Context: an optimization exercise on an open-source flow, tuned for small area and a short achievable clock period. The choices shown serve that exercise and are no tape-out recipe.
Function was checked by simulation only, so behaviour that the tests miss may differ from the original.

==> build 4 <==
## vid_top
module vid_top #(
    parameter int H_VISIBLE = 16,
    parameter int H_FRONT   = 2,
    parameter int H_SYNC    = 4,
    parameter int H_BACK    = 2,
    parameter int V_VISIBLE = 8,
    parameter int V_FRONT   = 1,
    parameter int V_SYNC    = 2,
    parameter int V_BACK    = 1
)(
    input  wire logic           clk,
    input  wire logic           reset_i,
    input  wire logic           bus_cs_n_i,
    input  wire logic           bus_rd_nwr_i,
    input  wire logic [3:0]     bus_reg_num_i,
    input  wire logic           bus_bytesel_i,
    input  wire logic [7:0]     bus_data_i,
    output logic      [7:0]     bus_data_o,
    output logic                bus_intr_o,
    output logic      [3:0]     red_o,
    output logic      [3:0]     green_o,
    output logic      [3:0]     blue_o,
    output logic                hsync_o,
    output logic                vsync_o,
    output logic                dv_de_o
);
==> flow/config.mk <==
export PLATFORM = sky130hd
export DESIGN_NAME = vid_top
export DESIGN_NICKNAME = vid_top
export VERILOG_FILES = /design/flow/design.v
export SDC_FILE = /design/flow/constraint.sdc
export NUM_CORES = 4
export LEC_CHECK = 0
export CAP_MARGIN = 20
export CORE_MARGIN = 2
export CORE_UTILIZATION = 65
export PLACE_DENSITY = 0.75
export SETUP_SLACK_MARGIN = 4.5
export SLEW_MARGIN = 20
==> flow/constraint.sdc <==
create_clock -name core_clock -period 7.0 [get_ports {clk}]
set_input_delay 1.4000 -clock core_clock [delete_from_list [all_inputs] [get_ports {clk}]]
set_output_delay 1.4000 -clock core_clock [all_outputs]
set_load 0.01 [all_outputs]
standard.sh (not shown) runs the stock make flow with config.mk's settings and CLKGATE_MAP_FILE= SYNTH_SCRIPT=/design/flow/synth_recipe.tcl, a recipe that flattens the netlist after the stock synthesis.
==> flow/flow/run.sh <==
#!/bin/bash
# The standard layout (standard.sh) with three changes: the port buffers are
# buf_4 cells, the resizer may swap a cell for one of another footprint, and
# CTS clusters sinks into larger groups without dummy loads. Make's output
# goes to make.log here; each ORFS step keeps its own log under orfs/logs/.
set -euo pipefail
bash standard.sh \
    MATCH_CELL_FOOTPRINT=0 \
    "BUFFER_PORTS_ARGS=-buffer_cell sky130_fd_sc_hd__buf_4" \
    "CTS_ARGS=-sink_clustering_enable -repair_clock_nets -sink_clustering_size 30 -sink_clustering_max_diameter 50 -dont_use_dummy_load" \
    finish > make.log 2>&1
==> inputs of build 32, as changes to build 4 <==
--- a/flow/design.v
+++ b/flow/design.v
@@ -20,50 +20,51 @@
 endpackage
 `default_nettype wire
 `default_nettype none
 `timescale 1ns/10ps
 module vram_arb(
     input  wire logic           clk,
     input  wire logic [2:0]     ph,
-    input  wire logic [31:0]    wr_ring_i,       
+    input  wire logic           wr_en_i,         
+    input  wire logic [7:0]     wr_addr_i,
     input  wire logic [15:0]    wr_data_i,
-    input  wire logic [31:0]    rd_sel_i,        
+    output logic                wr_hit_o,        
+    input  wire logic [7:0]     rd_addr_i,
+    output logic                rd_hit_o,
     output logic [15:0]         rd_data_o,
     input  wire logic [1:0]     vid_ring_i,
     input  wire logic [2:0]     vid_pos_i,       
     output logic [15:0]         vid_data_o
 );
 localparam int N_RING = 32;
 localparam int LEN    = 8;
 logic [N_RING*16-1:0]   taps;
 logic [4*LEN*16-1:0]    vid_cand;
+assign wr_hit_o = wr_en_i && (wr_addr_i[2:0] == ph);
+assign rd_hit_o = (rd_addr_i[2:0] == ph);
 for (genvar r = 0; r < N_RING; r++) begin : g_ring
     logic [LEN*16-1:0]  q;
     logic               we;
-    assign we = wr_ring_i[r];
+    assign we = wr_hit_o && (wr_addr_i[7:3] == 5'(r));
     always_ff @(posedge clk) begin
         q <= {q[(LEN-1)*16-1:0], we ? wr_data_i : q[LEN*16-1 -: 16]};
     end
     assign taps[r*16 +: 16] = q[LEN*16-1 -: 16];
     if (r < 4) begin : g_vid
         assign vid_cand[r*LEN*16 +: LEN*16] = q;
     end
 end
-logic [4*LEN-1:0]   vid_sel;
-always_comb begin
-    rd_data_o = '0;
-    for (int r = 0; r < N_RING; r++) begin
-        rd_data_o = rd_data_o | (taps[r*16 +: 16] & {16{rd_sel_i[r]}});
-    end
-    vid_data_o = '0;
-    for (int i = 0; i < 4*LEN; i++) begin
-        vid_sel[i] = ({vid_ring_i, vid_pos_i} == 5'(i));
-        vid_data_o = vid_data_o | (vid_cand[i*16 +: 16] & {16{vid_sel[i]}});
-    end
+assign rd_data_o = taps[rd_addr_i[7:3]*16 +: 16];
+logic [4*16-1:0] vid_at_pos;
+for (genvar r = 0; r < 4; r++) begin : g_vpos
+    logic [LEN*16-1:0] c;
+    assign c = vid_cand[r*LEN*16 +: LEN*16];
+    assign vid_at_pos[r*16 +: 16] = c[vid_pos_i*16 +: 16];
 end
+assign vid_data_o = vid_at_pos[vid_ring_i*16 +: 16];
 endmodule
 `default_nettype wire
 `default_nettype none
 `timescale 1ns/10ps
 module vid_top #(
     parameter int H_VISIBLE = 16,
     parameter int H_FRONT   = 2,
@@ -112,20 +113,18 @@
 logic [1:0]     intr_mask;
 logic [1:0]     intr_clear;
 logic [1:0]     intr_status;
 logic [15:0]    rd_word;
 logic           wpend;           
 logic [7:0]     pend_addr;       
 logic [7:0]     pend_lo;         
-logic           wr_hit;          
+logic           wr_hit;
 logic           fwd_ok;          
 logic           rpend;           
-logic [15:0]    rd_addr_d;       
-logic           rd_hit;          
-logic [31:0]    rd_sel;          
+logic           rd_hit;
 logic [15:0]    rd_data;
 assign wword   = {hi_byte, bus_data_i};
 assign wr_lo   = !bus_cs_n_i && !bus_rd_nwr_i && bus_bytesel_i;
 assign wr_hi   = !bus_cs_n_i && !bus_rd_nwr_i && !bus_bytesel_i;
 assign rd_next = !bus_cs_n_i && bus_rd_nwr_i && bus_bytesel_i && (bus_reg_num_i == vid_pkg::REG_DATA);
 always_comb begin
     for (int i = 0; i < 8; i++) begin
@@ -154,14 +153,15 @@
 always_ff @(posedge clk) begin
     if (reset_i) begin
         intr_mask  <= '0;
         intr_clear <= '0;
         xr_wr      <= 1'b0;
         wr_addr    <= '0;
         wr_incr    <= '0;
+        rd_addr    <= '0;
         xr_addr    <= '0;
         rpend      <= 1'b0;
         wpend      <= 1'b0;
     end else begin
         xr_wr      <= wsel[vid_pkg::REG_XR_DATA];
         intr_clear <= wsel[vid_pkg::REG_INT_CTRL] ? wword[1:0] : 2'b0;
         if (wsel[vid_pkg::REG_INT_CTRL]) begin
@@ -171,14 +171,19 @@
             wr_addr <= wword;
         end else if (wsel[vid_pkg::REG_DATA]) begin
             wr_addr <= wr_addr + wr_incr;
         end
         if (wsel[vid_pkg::REG_WR_INCR]) begin
             wr_incr <= wword;
         end
+        if (wsel[vid_pkg::REG_RD_ADDR]) begin
+            rd_addr <= wword;
+        end else if (rd_next) begin
+            rd_addr <= rd_addr + wr_incr;
+        end
         if (wsel[vid_pkg::REG_XR_ADDR]) begin
             xr_addr <= wword;
         end else if (xr_wr) begin
             xr_addr <= xr_addr + 1'b1;
         end
         if (wsel[vid_pkg::REG_DATA]) begin
             wpend <= 1'b1;
@@ -188,30 +193,14 @@
         if (wsel[vid_pkg::REG_RD_ADDR] || rd_next) begin
             rpend <= 1'b1;
         end else if (rd_hit) begin
             rpend <= 1'b0;
         end
     end
 end
-always_comb begin
-    rd_addr_d = rd_addr;
-    if (reset_i) begin
-        rd_addr_d = '0;
-    end else if (wsel[vid_pkg::REG_RD_ADDR]) begin
-        rd_addr_d = wword;
-    end else if (rd_next) begin
-        rd_addr_d = rd_addr + wr_incr;
-    end
-end
-always_ff @(posedge clk) begin
-    rd_addr <= rd_addr_d;
-    for (int r = 0; r < 32; r++) begin
-        rd_sel[r] <= (rd_addr_d[7:3] == 5'(r));
-    end
-end
 always_ff @(posedge clk) begin
     if (wr_hi) begin
         hi_byte <= bus_data_i;
     end
     if (wsel[vid_pkg::REG_XR_DATA]) begin
         xr_data <= wword;
     end
@@ -269,39 +258,20 @@
         vid_ring <= 2'd0;
         vid_pos  <= 3'd0 - ph;
     end else begin
         vid_ring <= wn[4:3];
         vid_pos  <= wn[2:0] - ph;
     end
 end
-logic [7:0]     pend_addr_d;
-logic           wr_hit_d;
-logic [31:0]    wr_ring;         
-always_comb begin
-    pend_addr_d = wsel[vid_pkg::REG_DATA] ? wr_addr[7:0] : pend_addr;
-    if (reset_i) begin
-        wr_hit_d = 1'b0;
-    end else if (wsel[vid_pkg::REG_DATA]) begin
-        wr_hit_d = (wr_addr[2:0] == ph_next);
-    end else begin
-        wr_hit_d = wpend && !wr_hit && (pend_addr[2:0] == ph_next);
-    end
-end
-always_ff @(posedge clk) begin
-    wr_hit <= wr_hit_d;
-    for (int r = 0; r < 32; r++) begin
-        wr_ring[r] <= wr_hit_d && (pend_addr_d[7:3] == 5'(r));
-    end
-    rd_hit <= (rd_addr_d[2:0] == ph_next);
-end
 vram_arb vram_arb(
     .clk(clk),                  .ph(ph),
-    .wr_ring_i(wr_ring),
+    .wr_en_i(wpend),            .wr_addr_i(pend_addr),
     .wr_data_i({hi_byte, pend_lo}),
-    .rd_sel_i(rd_sel),
+    .wr_hit_o(wr_hit),
+    .rd_addr_i(rd_addr[7:0]),   .rd_hit_o(rd_hit),
     .rd_data_o(rd_data),
     .vid_ring_i(vid_ring),      .vid_pos_i(vid_pos),
     .vid_data_o(vid_mem)
 );
 always_ff @(posedge clk) begin
     if (fetch) begin
         vid_data <= (wpend && fwd_ok && pend_addr == {3'b0, vid_word}) ? {hi_byte, pend_lo} : vid_mem;
@@ -309,21 +279,14 @@
 end
 logic [11:0]    palette [16];
 logic [3:0]     pix_idx;
 logic [2:0]     de_d;
 logic [2:0]     hs_d;
 logic [2:0]     vs_d;
 logic [11:0]    rgb;
-logic [11:0]    pal_out;
-always_comb begin
-    pal_out = '0;
-    for (int i = 0; i < 16; i++) begin
-        pal_out = pal_out | (palette[i] & {12{pix_idx == 4'(i)}});
-    end
-end
 always_ff @(posedge clk) begin
     case (h_count[1:0])
         2'd1: pix_idx <= vid_data[15:12];
         2'd2: pix_idx <= vid_data[11:8];
         2'd3: pix_idx <= vid_data[7:4];
         default: pix_idx <= vid_data[3:0];
     endcase
@@ -337,15 +300,15 @@
         hs_d <= '0;
         vs_d <= '0;
         rgb  <= '0;
     end else begin
         de_d <= {de_d[1:0], de};
         hs_d <= {hs_d[1:0], (h_count >= H_W'(H_SYNC_START)) && (h_count < H_W'(H_SYNC_START + H_SYNC))};
         vs_d <= {vs_d[1:0], (v_count >= V_W'(V_SYNC_START)) && (v_count < V_W'(V_SYNC_START + V_SYNC))};
-        rgb  <= de_d[1] ? pal_out : '0;
+        rgb  <= de_d[1] ? palette[pix_idx] : '0;
     end
 end
 assign {red_o, green_o, blue_o} = rgb;
 assign dv_de_o = de_d[2];
 assign hsync_o = hs_d[2];
 assign vsync_o = vs_d[2];
 logic [3:0]     lc_lo;           
==> flow/run.sh (new file) <==
#!/bin/bash
# synth_recipe.tcl (not shown) runs the flow's synth.tcl, then flattens the netlist and writes it again
# the make line also repeats each setting of config.mk as NAME=value (left out here)
make -C /OpenROAD-flow-scripts/flow DESIGN_CONFIG=/design/flow/config.mk WORK_HOME=/design/flow/orfs CLKGATE_MAP_FILE= SYNTH_SCRIPT=/design/flow/synth_recipe.tcl finish
CORE_UTILIZATION = 60   (was 65)
CTS_CLUSTER_DIAMETER = 50   (was default)
CTS_CLUSTER_SIZE = 30   (was default)
PLACE_DENSITY = default   (was 0.75)
SETUP_SLACK_MARGIN = 4.0   (was 4.5)
removed: flow/flow/run.sh
removed: flow/standard.sh
==> qor summary <==
                                                                            build 32                    build 4
Run status                                                complete, but fails checks  no timing/DRC/antenna violations
Layout check failures                                                  antenna rules                          -
Post-synthesis compound-gate area fraction                                     2.09%                      5.75%
Dpl ws                                                                       2320 ps                    2120 ps
Worst slew margin relative to its limit                                        26.0%                      18.0%
Final-layout non-clock buffer area share                                       1.23%                      2.57%
Inst Count DP                                                                   9043                       9423
Nets                                                                            6879                       7536
Post-layout min period                                                       2990 ps                    2740 ps
Reg2Reg Capture Point                                                  bus_data_o[4]                vid_data[3]
Share of the synthesized area in the top cell type                             74.6%                      76.2%
Number of buffers added by the clock tree synthesis step                         237                        214
Worst Hold Endpoint                                        vram_arb.g_ring[25].q[31]  vram_arb.g_ring[23].q[80]
Average routed wire per standard cell                                        22.7 um                    28.5 um

[afterwards: timing with drivers on the ports]
Ports are ideal in the flow. The routed layouts listed here were re-timed in OpenROAD. Step 1 sets driving cells, clkbuf_16 on the clock port and buf_2 on the other inputs (assumed; they add their load-dependent delay and slew). Step 2 also shifts input and output timing later by t, the mid clock arrival at the registers, as if the neighbouring blocks saw the same clock. Three values: no drivers, after step 1, after step 2; two values: the first two.
run	t, ns	setup slack, ns	latest minus earliest clock arrival (ns)	cell pins on the clock port's net
build 4	0.901	4.261 / 4.175 / 3.502	0.141 / 0.141	1
build 32	0.950	4.011 / 4.011 / 3.103	0.054 / 0.054	1
For build 32, which loses most, drivers alone change the setup slack by 0.000 ns; drivers and shift together by -0.908 ns.
